Source: an optimization exercise on an open RTL-to-GDS flow (aim: small area, a short achievable clock period and few clock cycles per item). Production flows keep margins and buffers that such runs may drop. No run shown here included a check of the RTL's function; only the layout flow was run. Power is estimated from default activity; no workload was simulated.

<file path="flow/config.mk">
export PLATFORM = sky130hd
export DESIGN_NAME = header_length_frame_receiver_core
export DESIGN_NICKNAME = header_length_frame_receiver_core
export VERILOG_FILES = /design/flow/design.v
export SDC_FILE = /design/flow/constraint.sdc
export NUM_CORES = 4
export LEC_CHECK = 0
export CAP_MARGIN = 20
export CORE_MARGIN = 2
export CORE_UTILIZATION = 40
export SETUP_SLACK_MARGIN = 2.3
export SLEW_MARGIN = 20
</file>
<file path="flow/constraint.sdc">
create_clock -name core_clock -period 5.0 [get_ports {clock}]
set_input_delay 1.0000 -clock core_clock [delete_from_list [all_inputs] [get_ports {clock}]]
set_output_delay 1.0000 -clock core_clock [all_outputs]
set_load 0.01 [all_outputs]
</file>
<file path="flow/design.v">
package hlfr_pkg;
   localparam int BUF_DEPTH_DEF = 256;
   localparam int OPCODE_W = 2;
   localparam int BYTE_W   = 8;
   localparam int INDEX_W  = 8;
   localparam int COUNT_W  = 9;
   localparam int EVENT_W  = 3;
   localparam logic [OPCODE_W-1:0] OP_BYTE    = 2'd0;
   localparam logic [OPCODE_W-1:0] OP_RELEASE = 2'd1;
   localparam logic [OPCODE_W-1:0] OP_READ    = 2'd2;
   localparam logic [EVENT_W-1:0] EV_STORED    = 3'd0;
   localparam logic [EVENT_W-1:0] EV_DROP_DONE = 3'd1;
   localparam logic [EVENT_W-1:0] EV_BAD_FIRST = 3'd2;
   localparam logic [EVENT_W-1:0] EV_BAD_SECND = 3'd3;
   localparam logic [EVENT_W-1:0] EV_OVERFLOW  = 3'd4;
   localparam logic [EVENT_W-1:0] EV_TOO_LONG  = 3'd5;
   localparam logic [EVENT_W-1:0] EV_COMPLETE  = 3'd6;
   localparam logic [EVENT_W-1:0] EV_OTHER_OP  = 3'd7;
   localparam logic [BYTE_W-1:0]  SYNC_FIRST   = 8'h5A;
   localparam logic [BYTE_W-1:0]  SYNC_SECOND  = 8'hA5;
   localparam logic [COUNT_W-1:0] HEADER_BYTES = 9'd3;
   typedef struct packed {
      logic                 frame_done;
      logic [COUNT_W-1:0]   byte_count;
      logic [EVENT_W-1:0]   event_code;
   } hlfr_status_type;
endpackage
import hlfr_pkg::*;
module hlfr_ctrl (
   input  logic                  clock,
   input  logic                  reset,
   input  logic                  accept,
   input  logic [OPCODE_W-1:0]   opcode,
   input  logic [BYTE_W-1:0]     rx_byte,
   output logic                  wr_en,
   output logic [7:0]            wr_pos,
   output hlfr_pkg::hlfr_status_type status
);
   logic [COUNT_W-1:0] count_ff, count_in;
   logic               done_ff, done_in;
   logic               hdr0_ff, hdr0_in;
   logic               hdr1_ff, hdr1_in;
   logic               hdr2_ff, hdr2_in;
   logic               last_ff, last_in;
   logic [7:0]         rem_ff, rem_in;
   logic [EVENT_W-1:0] event_code;
   logic               is_byte;
   assign is_byte = opcode == OP_BYTE;
   always_comb begin
      count_in   = count_ff;
      done_in    = done_ff;
      hdr0_in    = hdr0_ff;
      hdr1_in    = hdr1_ff;
      hdr2_in    = hdr2_ff;
      last_in    = last_ff;
      rem_in     = rem_ff;
      event_code = EV_OTHER_OP;
      case (opcode)
         OP_BYTE: begin
            if (done_ff) begin
               event_code = EV_DROP_DONE;
            end else if (hdr0_ff) begin
               if (rx_byte == SYNC_FIRST) begin
                  count_in   = 9'd1;
                  hdr0_in    = 1'b0;
                  hdr1_in    = 1'b1;
                  event_code = EV_STORED;
               end else begin
                  event_code = EV_BAD_FIRST;
               end
            end else if (hdr1_ff) begin
               hdr1_in = 1'b0;
               if (rx_byte == SYNC_SECOND) begin
                  count_in   = 9'd2;
                  hdr2_in    = 1'b1;
                  event_code = EV_STORED;
               end else begin
                  count_in   = 9'd0;
                  hdr0_in    = 1'b1;
                  event_code = EV_BAD_SECND;
               end
            end else if (hdr2_ff) begin
               hdr2_in = 1'b0;
               if (rx_byte > 8'd253) begin
                  count_in   = 9'd0;
                  hdr0_in    = 1'b1;
                  event_code = EV_TOO_LONG;
               end else if (rx_byte == 8'd0) begin
                  count_in   = 9'd3;
                  done_in    = 1'b1;
                  event_code = EV_COMPLETE;
               end else begin
                  count_in   = 9'd3;
                  rem_in     = rx_byte - 8'd1;
                  last_in    = rx_byte == 8'd1;
                  event_code = EV_STORED;
               end
            end else begin
               count_in = count_ff + 9'd1;
               if (last_ff) begin
                  done_in    = 1'b1;
                  event_code = EV_COMPLETE;
               end else begin
                  rem_in     = rem_ff - 8'd1;
                  last_in    = rem_ff == 8'd1;
                  event_code = EV_STORED;
               end
            end
         end
         OP_RELEASE: begin
            count_in = '0;
            done_in  = 1'b0;
            hdr0_in  = 1'b1;
            hdr1_in  = 1'b0;
            hdr2_in  = 1'b0;
         end
         default: begin
         end
      endcase
   end
   always_ff @(posedge clock) begin
      if (reset) begin
         count_ff <= '0;
         done_ff  <= 1'b0;
         hdr0_ff  <= 1'b1;
         hdr1_ff  <= 1'b0;
         hdr2_ff  <= 1'b0;
      end else if (accept) begin
         count_ff <= count_in;
         done_ff  <= done_in;
         hdr0_ff  <= hdr0_in;
         hdr1_ff  <= hdr1_in;
         hdr2_ff  <= hdr2_in;
      end
   end
   always_ff @(posedge clock) begin
      if (accept) begin
         rem_ff  <= rem_in;
         last_ff <= last_in;
      end
   end
   assign wr_en             = accept && is_byte && !done_ff;
   assign wr_pos            = count_ff[7:0];
   assign status.frame_done = done_in;
   assign status.byte_count = count_in;
   assign status.event_code = event_code;
endmodule
import hlfr_pkg::*;
module hlfr_store #(
   parameter int GRP = 16,    
   localparam int NG = 256 / GRP,
   localparam int GW = $clog2(GRP)
) (
   input  logic              clock,
   input  logic              wr_en,
   input  logic [7:0]        wr_addr,
   input  logic [BYTE_W-1:0] wr_data,
   input  logic [GW-1:0]     rd_lo,
   output logic [NG-1:0][BYTE_W-1:0] grp_data
);
   logic [BYTE_W-1:0] mem [256];
   assign mem[0] = SYNC_FIRST;
   assign mem[1] = SYNC_SECOND;
   for (genvar i = 2; i < 256; i++) begin : g_row
      always_ff @(posedge clock) begin
         if (wr_en && wr_addr == 8'(i)) begin
            mem[i] <= wr_data;
         end
      end
   end
   function automatic logic [BYTE_W-1:0] sel4(input logic [4*BYTE_W-1:0] d,
                                              input logic [1:0] s);
      case (s)
         2'd0: sel4 = d[BYTE_W-1:0];
         2'd1: sel4 = d[2*BYTE_W-1:BYTE_W];
         2'd2: sel4 = d[3*BYTE_W-1:2*BYTE_W];
         default: sel4 = d[4*BYTE_W-1:3*BYTE_W];
      endcase
   endfunction
   for (genvar g = 0; g < NG; g++) begin : g_grp
      logic [4*BYTE_W-1:0] l1;
      for (genvar j = 0; j < GRP / 4; j++) begin : g_l1
         assign l1[j*BYTE_W +: BYTE_W] = sel4({mem[g * GRP + 4 * j + 3], mem[g * GRP + 4 * j + 2],
                              mem[g * GRP + 4 * j + 1], mem[g * GRP + 4 * j]}, rd_lo[1:0]);
      end
      assign grp_data[g] = sel4(l1, rd_lo[3:2]);
   end
endmodule
import hlfr_pkg::*;
module header_length_frame_receiver_core
#(
   parameter int BUF_DEPTH = BUF_DEPTH_DEF
) (
   input  logic                clock,
   input  logic                reset,
   input  logic                req_valid,
   output logic                req_ready,
   input  logic [OPCODE_W-1:0] req_opcode,
   input  logic [BYTE_W-1:0]   req_rx_byte,
   input  logic [INDEX_W-1:0]  req_read_index,
   output logic                rsp_valid,
   input  logic                rsp_ready,
   output logic                rsp_frame_done,
   output logic [COUNT_W-1:0]  rsp_byte_count,
   output logic [BYTE_W-1:0]   rsp_read_data,
   output logic [EVENT_W-1:0]  rsp_event_code
);
   localparam int GRP = 16;
   localparam int NG  = 256 / GRP;
   localparam int GW  = $clog2(GRP);
   localparam int RW  = 1 + COUNT_W + BYTE_W + EVENT_W;
   logic               accept;
   logic               wr_en;
   logic [7:0]         wr_pos;
   hlfr_pkg::hlfr_status_type status;
   logic [NG-1:0][BYTE_W-1:0] grp_data;
   logic               s1_valid_ff;
   hlfr_pkg::hlfr_status_type s1_stat_ff;
   logic               s1_rd_ff;
   logic [7-GW:0]      s1_hi_ff;
   logic [NG-1:0][BYTE_W-1:0] s1_grp_ff;
   logic [BYTE_W-1:0]  s1_data;
   logic [RW-1:0]      s1_res;
   logic [2:0][RW-1:0] q_ff;
   logic [2:0]         qv_ff;
   logic               ready_ff;
   logic               take;
   logic [2:0]         sh_v;
   logic [2:0][RW-1:0] sh_q;
   logic [2:0]         inflight;
   assign accept    = req_valid && ready_ff;
   assign req_ready = ready_ff;
   hlfr_ctrl u_ctrl (
      .clock  (clock),
      .reset  (reset),
      .accept (accept),
      .opcode (req_opcode),
      .rx_byte(req_rx_byte),
      .wr_en  (wr_en),
      .wr_pos (wr_pos),
      .status (status)
   );
   hlfr_store #(.GRP(GRP)) u_store (
      .clock   (clock),
      .wr_en   (wr_en),
      .wr_addr (wr_pos),
      .wr_data (req_rx_byte),
      .rd_lo   (req_read_index[GW-1:0]),
      .grp_data(grp_data)
   );
   always_ff @(posedge clock) begin
      s1_stat_ff <= status;
      s1_rd_ff   <= req_opcode == OP_READ;
      s1_hi_ff   <= req_read_index[7:GW];
      s1_grp_ff  <= grp_data;
   end
   assign s1_data = s1_rd_ff ? s1_grp_ff[s1_hi_ff] : '0;
   assign s1_res  = {s1_stat_ff.frame_done, s1_stat_ff.byte_count, s1_data,
                     s1_stat_ff.event_code};
   assign take = qv_ff[0] && rsp_ready;
   always_comb begin
      if (take) begin
         sh_v = {1'b0, qv_ff[2:1]};
         sh_q = {q_ff[2], q_ff[2], q_ff[1]};
      end else begin
         sh_v = qv_ff;
         sh_q = q_ff;
      end
   end
   assign inflight = 3'(32'(accept) + 32'(s1_valid_ff) + 32'(qv_ff[0]) + 32'(qv_ff[1]) +
                        32'(qv_ff[2]) - 32'(take));
   always_ff @(posedge clock) begin
      if (reset) begin
         s1_valid_ff <= 1'b0;
         qv_ff       <= '0;
         ready_ff    <= 1'b1;
      end else begin
         s1_valid_ff <= accept;
         qv_ff       <= sh_v | (s1_valid_ff ? ~sh_v & {sh_v[1:0], 1'b1} : 3'b000);
         ready_ff    <= inflight < 3'd3;
      end
   end
   for (genvar i = 0; i < 3; i++) begin : g_q
      always_ff @(posedge clock) begin
         if (sh_v[i]) q_ff[i] <= sh_q[i];
         else q_ff[i] <= s1_res;
      end
   end
   assign rsp_valid = qv_ff[0];
   assign {rsp_frame_done, rsp_byte_count, rsp_read_data, rsp_event_code} = q_ff[0];
endmodule
</file>
<file path="flow/run.sh">
#!/bin/bash
# synth_recipe.tcl (not shown) runs the flow's synth.tcl, then flattens the netlist and writes it again
# the make line also repeats each setting of config.mk as NAME=value (left out here)
make -C /OpenROAD-flow-scripts/flow DESIGN_CONFIG=/design/flow/config.mk WORK_HOME=/design/flow/orfs CLKGATE_MAP_FILE= SYNTH_SCRIPT=/design/flow/synth_recipe.tcl finish
</file>
==> results of run 1 <==
[worst max-delay path, cell delays in order, from the launching register on]
cell	delay (ps)
dfxtp_4	380
buf_12	170
buf_4	200
mux2i_1	690
a22oi_1	300
nand3_1	200
o21ai_2	160
mux2_2	310
[per-stage QoR]
step	instance area [sq um]	total power, W	std cells	utilization (%)	worst slack (ps)
5_1_grt	99900	0.0410	7661	46.1	2280
4_1_cts	99700	0.0402	7658	46.1	2240
6_report	99900	0.0399	7663	46.1	2280
3_5_place_dp	91900	0.0233	7244	42.4	595
3_3_place_gp	91900	0.0233	7244	42.4	635
2_1_floorplan	88100	0.0223	4517	-	2110
[per-layer routing]
layer | share of wire, % | GRT usage, % | wire length [microns]
met1 | 41 | 28.8 | 94500
met2 | 48 | 32.5 | 109000
met3 | 8.3 | 3.89 | 19100
met4 | 2.8 | 6.05 | 6440
met5 | 0 | 0 | 0
[power by group]
| part | switching, W | internal (W) |
|---|---|---|
| combinational | 0.00127 | 0.000663 |
| sequential | 0.0000804 | 0.0209 |
| clock | 0.00713 | 0.00994 |
| total | 0.00848 | 0.0315 |
[cell usage after synthesis (4+ instances only)]
library cell	count	share of area (%)
o211ai_1	5	0.043
a31oi_1	8	0.058
buf_2	74	0.43
nand2_1	206	0.89
buf_1	16	0.069
a31o_2	20	0.20
nand2b_1	5	0.036
mux4_2	432	11
o21ai_0	180	1.0
inv_1	24	0.10
o21ai_1	9	0.052
nand2_2	4	0.029
xor2_1	7	0.071
a21oi_1	86	0.50
a211oi_1	6	0.052
mux2_2	75	0.97
edfxtp_1	2104	73
and3_1	8	0.058
a21o_1	4	0.035
mux2i_1	182	2.1
o22ai_1	20	0.14
nor2_1	390	1.7
a22oi_1	105	0.91
a41oi_1	4	0.040
buf_4	58	0.50
ha_1	11	0.16
nor3_1	13	0.075
dfxtp_1	164	3.8
o32ai_1	29	0.29
xnor2_1	6	0.060
nand3_1	22	0.13
a221o_1	26	0.30
clkbuf_1	137	0.59
and2_1	4	0.029
o31ai_1	7	0.060
nor2b_1	11	0.079
buf_6	5	0.065
[state kept, by name, indices dropped and copies added, names as in the netlist]
signal	cells
s1_valid_ff	1
u_ctrl.hdr2_ff	1
u_ctrl.hdr1_ff	1
q_ff	63
s1_hi_ff	4
u_ctrl.count_ff	9
s1_stat_ff	13
qv_ff	3
s1_grp_ff	128
u_store.mem	2032
u_ctrl.rem_ff	8
u_ctrl.hdr0_ff	1
u_ctrl.last_ff	1
u_ctrl.done_ff	1
ready_ff	1
s1_rd_ff	1
[cell families after synthesis]
kind of cell | Yosys count | synth area share, %
muxes | 690 | 14.3
xor gates and xnor gates | 13 | 0.131
adders and majority gates | 14 | 0.227
buffers and inverters | 316 | 1.76
DFF | 2268 | 76.4
and+or+nand+nor | 685 | 3.20
AOI/OAI and AO/OA | 531 | 3.97
[timing repair]
item	4_1_cts	5_1_grt
pin swaps	3	4
endpoints found under the setup margin	2081	1135
resized for setup	134	44
hold buffers	0	0
setup buffers	10	2
[cell type report]
cell class / instances / area, sq um / area share [%]
Sequential cell: 2268 / 66500 / 66.5
Multi-Input combinational cell: 1933 / 20600 / 20.6
Clock buffer: 272 / 5690 / 5.69
Tap cell: 2854 / 3570 / 3.57
Timing Repair Buffer: 175 / 1780 / 1.79
Clock inverter: 132 / 1690 / 1.69
Inverter: 26 / 106 / 0.106
Antenna cell: 3 / 7.51 / 0.00751
[placed cells by master, fill, tap and decap left out, types with 27 or more instances in the layout]
cell type / instances
a21oi_1: 86
a22oi_1: 105
buf_12: 27
buf_4: 102
bufinv_16: 36
clkbuf_1: 50
clkbuf_16: 217
clkinv_1: 30
clkinv_2: 43
dfxtp_1: 159
edfxtp_1: 2104
mux2_2: 75
mux2i_1: 181
mux4_2: 432
nand2_1: 187
nor2_1: 143
nor2_2: 86
nor2_4: 161
o21ai_0: 180
o32ai_1: 29
[path summary, 6_finish.rpt]
kind | slack (ps) | to | startpoint
setup / recovery | 2280 | q_ff[26] | s1_hi_ff[3]
setup reg to reg | 2280 | q_ff[26] | s1_hi_ff[3]
hold reg to reg | 460 | q_ff[43] | s1_stat_ff[1]
hold / removal | 460 | q_ff[43] | s1_stat_ff[1]
==> run_results.csv, run 1 <==
group,metric,value,unit
place,place_congestion,0.839,
synthesis,ys.flop_type,"edfxtp_1",
cells_and_area,areaGrowthSynthToFinish,14.9,%
floorplanning,fp-row-count,171,
worst_setup_path,path_class,"reg -> reg",
worst_setup_path,cp.required,5590,ps
floorplanning,die_x,470,microns
route,postRouteAntennaNets,0,
power,ir_drop,0.373,mV
floorplanning,initial_core_util,40.2,%
grt,grt_util_all_layers,20.5,%
timing,finalCritPeriodShare,54.4,%
clocking,cts_tree,"done",
synthesis,postSynthCellCount,4517,
route,wl,229000,microns
clocking,clkLatencyLatePin,860,ps
clocking,root_buffer,"clkbuf_16",
route,first_pass_iters,6,
cells_and_area,layout.nets,4657,
synthesis,ys_ff_latch,2268,
cells_and_area,drive_gt1_share,27.2,%
floorplanning,die_area,221000,sq um
clocking,cts_sinks,2268,
floorplanning,dieHeight,470,microns
grt,grt_overflow,0,
floorplanning,core_area,217000,sq um
job,cap_viol_max_count,0,
place,post-dp-hpwl,136000,microns
worst_setup_path,reg2regPathDepth,7,
timing,fin_crit,2720,ps
clocking,clock_path_buffers,3,
route,drc_errors,0,
worst_setup_path,cp_max_fo,10,
route,viasPerCell,5.77,
synthesis,ys_types,67,
timing,worstMarginPinSlew,1050,ps
worst_setup_path,cp-end-kind,"flop",
timing,drv_slew,0,
synthesis,synth_edf_count,2104,
timing,timing.slew.headroom,29.9,%
floorplanning,io_pins,45,
timing,hold_ws,459,ps
clocking,path_clk_slew,60,ps
min_path,holdPathStages,0,
worst_setup_path,crit_arrival,3310,ps
synthesis,yosysWarningCount,4,
min_path,min_path_type,"reg -> reg",
place,io_buffers,44,
synthesis,async_flop_share,0,%
clocking,htree_num_levels,4,
synthesis,syn_avg_cell_area,19.2,sq um
worst_setup_path,startpoint_type,"flop",
status,status,"timing/DRC/antenna clean",
grt,antenna_found_initial,6,
clocking,cts_buffers,217,
timing,skew,39.3,ps
timing,max_freq,368,MHz
timing,setup_viol,0,
timing,rsz0062_at_grt,"yes",
grt,grt_pass1_wl,328000,microns
synthesis,seq_area_frac_synth,76.4,%
synthesis,synth_fp_nets,4553,
route,wire_per_inst,29.9,microns
grt,grt_pass1_vias,44118,
timing,finalSetupTns,0,ps
synthesis,syn_area,86900,sq um
grt,grt_start_max_net_pins,151,
power,cellPowerDensity,400,nW/um^2
timing,hold_viol,0,
route,vias,44230,
route,dr.first_iter.drc_count,5500,
cells_and_area,fillers,18007,
power,leakage,31.4,nW
==> inputs of run 2 (changes only) <==
--- a/flow/config.mk
+++ b/flow/config.mk
@@ -8,5 +8,5 @@
 export CAP_MARGIN = 20
 export CORE_MARGIN = 2
 export CORE_UTILIZATION = 40
-export SETUP_SLACK_MARGIN = 2.3
+export SETUP_SLACK_MARGIN = 2.55
 export SLEW_MARGIN = 20
==> run 2 against run 1 <==
Compared with the run above:
- worst setup slack better by 150 ps
- synthesized cell count unchanged
- hold slack better by 2.1 ps
- critical endpoint is now q_ff[7]
- count of clock-buffer cells in the layout up 29
- wire length up 6.0%
- still clean
- first-iteration DRC count up 7.4%
- area after synthesis unchanged
- critical path depth down 1
- via count up 1.6%
- die area unchanged
- cell count up 0.60%
==> run_results.csv, run 2 <==
group,metric,value,unit
status,status,"timing/DRC/antenna clean",
grt,grt_pass1_vias,44121,
min_path,hp-start,"s1_stat_ff[11]",
synthesis,synth_edf_count,2104,
worst_setup_path,reg2reg_from,"s1_hi_ff[3]",
worst_setup_path,cp-end-kind,"flop",
floorplanning,dieHeight,470,microns
floorplanning,die_area,221000,sq um
synthesis,ys_ff_latch,2268,
power,cellPowerDensity,395,nW/um^2
route,wl,243000,microns
power,p_int,0.0315,W
worst_setup_path,cp_max_fo,18,
clocking,htree_num_levels,4,
route,drc_errors,0,
grt,antenna_found_initial,7,
power,power_switching,0.00867,W
route,first_pass_iters,6,
synthesis,syn_avg_cell_area,19.2,sq um
floorplanning,die_x,470,microns
cells_and_area,layout.nets,4692,
synthesis,synth_common_cells,"edfxtp_1, mux4_2, nor2_1",
worst_setup_path,cp.required,5600,ps
synthesis,syn_area,86900,sq um
place,place_congestion,0.853,
synthesis,postSynthCellCount,4517,
worst_setup_path,path_class,"reg -> reg",
power,p_sw_share,21.6,%
timing,worstMarginPinSlew,1130,ps
route,vias,44950,
timing,hold_viol,0,
clocking,clkLatencyLatePin,870,ps
floorplanning,fp-row-count,171,
grt,grt_overflow,0,
cells_and_area,design_area,102000,sq um
timing,timing.slew.headroom,24.6,%
min_path,holdPathStages,0,
synthesis,async_flop_share,0,%
route,viasPerCell,5.83,
power,pwr-share-clk,42.8,%
place,post-dp-hpwl,143000,microns
timing,fin_crit,2570,ps
power,power_frac_comb,5.0,%
timing,setup_viol,0,
job,cap_viol_max_count,0,
clocking,cts_sinks,2268,
cells_and_area,areaGrowthSynthToFinish,17.0,%
route,postRouteAntennaNets,0,
timing,finalSetupTns,0,ps
cells_and_area,largest_reg_flops,2032,
timing,rsz0062_at_grt,"yes",
clocking,cts_buffers,220,
worst_setup_path,startpoint_type,"flop",
timing,max_freq,390,MHz
clocking,cts_tree,"done",
clocking,path_clk_slew,60,ps
route,wire_per_inst,31.5,microns
cells_and_area,final_cell_mix,"edfxtp_1, mux4_2, nor2_4",
synthesis,ys_types,67,
floorplanning,io_pins,45,
clocking,clock_path_buffers,3,
grt,grt_start_max_net_pins,158,
route,dr.first_iter.drc_count,5908,
synthesis,synth_fp_nets,4553,
power,seqPwrFrac,52.2,%
timing,setup_ws,2430,ps
min_path,min_path_type,"reg -> reg",
power,total_power,0.0401,W
cells_and_area,largestRegisters,"u_store.mem x2032, s1_grp_ff x128, q_ff x63",
place,placed_area,92900,sq um
synthesis,yosysWarningCount,4,
synthesis,synth_area_leaders,"edfxtp_1, mux4_2, dfxtp_1",
synthesis,yosysTopAreaCell,"edfxtp_1",
clocking,root_buffer,"clkbuf_16",
synthesis,ys.flop_type,"edfxtp_1",
place,dp_slack,789,ps
cells_and_area,drive_gt1_share,29.5,%
power,leakage,31.8,nW
cells_and_area,largest-register,"u_store.mem",
worst_setup_path,cp-startpoint,"s1_hi_ff[3]",
synthesis,synth_top_area_share,72.7,%
cells_and_area,final_common_cell,"edfxtp_1",
floorplanning,initial_core_util,40.2,%
power,ir_drop,0.360,mV
grt,grt_pass1_wl,340000,microns
timing,hold_ws,461,ps
synthesis,seq_area_frac_synth,76.4,%
timing,drv_slew,0,
grt,grt_util_all_layers,21.6,%
worst_setup_path,crit_arrival,3160,ps
timing,finalCritPeriodShare,51.3,%
floorplanning,core_area,217000,sq um
place,io_buffers,44,
worst_setup_path,reg2regPathDepth,6,
synthesis,yosysMostFrequentCell,"edfxtp_1",
timing,skew,42.1,ps
run 2: final cells by class:
| cell class | instances | area, sq um |
|---|---|---|
| repair buffers | 206 | 2440 |
| flip-flops and latches | 2268 | 66500 |
| inverters | 26 | 113 |
| clock buffers | 301 | 6110 |
| multi-input cells | 1934 | 21500 |
| clock inverters | 118 | 1460 |
| diodes | 2 | 5.00 |
| well taps | 2854 | 3570 |
| fillers | 17746 | 115000 |
run 2: worst max-delay path, cell delays in order (launching register included):
cell     delay [ps]
dfxtp_4         350
buf_12          200
mux2i_2         540
a22oi_1         250
nand3_1         260
o21ai_1         260
mux2_2          340
run 2: worst paths after layout:
check / slack (ps) / to
worst max-delay path: 2430 / q_ff[7]
worst min-delay path: 460 / q_ff[61]
worst max register to register: 2430 / q_ff[7]
worst min register to register: 460 / q_ff[61]
run 2: logic make-up after synthesis:
kind of cell,Yosys count,share of synthesized area (%)
buffers and inverters,316,1.76
AO/OA/AOI/OAI,531,3.97
multiplexers,690,14.3
flip-flops,2268,76.4
AND/OR/NAND/NOR,685,3.20
adder cells (fa/ha/maj),14,0.227
XOR/XNOR,13,0.131
run 2: power groups by stage:
stage | sequential, W | combinational [W] | clock, W
after CTS | 0.0209 | 0.00200 | 0.0174
after floorplan | 0.0213 | 0.00109 | 0
after detailed placement | 0.0214 | 0.00196 | 0
after global routing | 0.0209 | 0.00211 | 0.0182
after global placement | 0.0214 | 0.00195 | 0
final | 0.0209 | 0.00201 | 0.0172
run 2: through the flow:
step	cells	util, %
final	7709	47.0
after global routing	7708	47.0
after detailed placement	7238	42.9
after floorplan	4517	-
after CTS	7688	46.8
after global placement	7238	42.9
run 2: per-layer routing:
metal | track usage (%) | vias up | wire (microns)
met5 | 0 | - | 39
met4 | 5.78 | 6 | 6470
met3 | 4.22 | 330 | 19900
met2 | 34.0 | 2189 | 115000
met1 | 30.8 | 23849 | 101000
li1 | - | 18576 | -
run 2: repair_timing:
item                                   4_1_cts  5_1_grt
endpoints found under the hold margin        0        0
hold buffers                                 0        0
setup buffers                               28       15
cloned                                       3        3
setup endpoints to repair                 2116     1368
pin swaps                                   17       11
resized for setup                          207       32

==> what the ideal ports hide <==
The flow's constraints put no driver on any port. The routed layouts listed below were extracted and timed again, unchanged, in two steps. Step 1, drivers: a clkbuf_16 drives clock and a buf_2 each remaining input, both assumed. Step 2 also shifts input and output timing later by t, the mid clock arrival at the registers, as if the neighbouring blocks saw the same clock. Slacks: ideal / step 1 / step 2; pairs: ideal / step 1.
run | t, ns | slack for setup (ns) | worst setup path after step 2 | slew at the worst register clock pin (ns)
run 1 | 0.936 | 2.282 / 2.282 / 1.408 | input to register | 0.07 / 0.07
run 2 | 0.942 | 2.435 / 2.435 / 1.605 | input to register | 0.07 / 0.07
After both steps setup and hold are still met in every run listed. The setup slack of run 1, which loses most, moves by 0.000 ns with the drivers and by -0.874 ns with both steps.
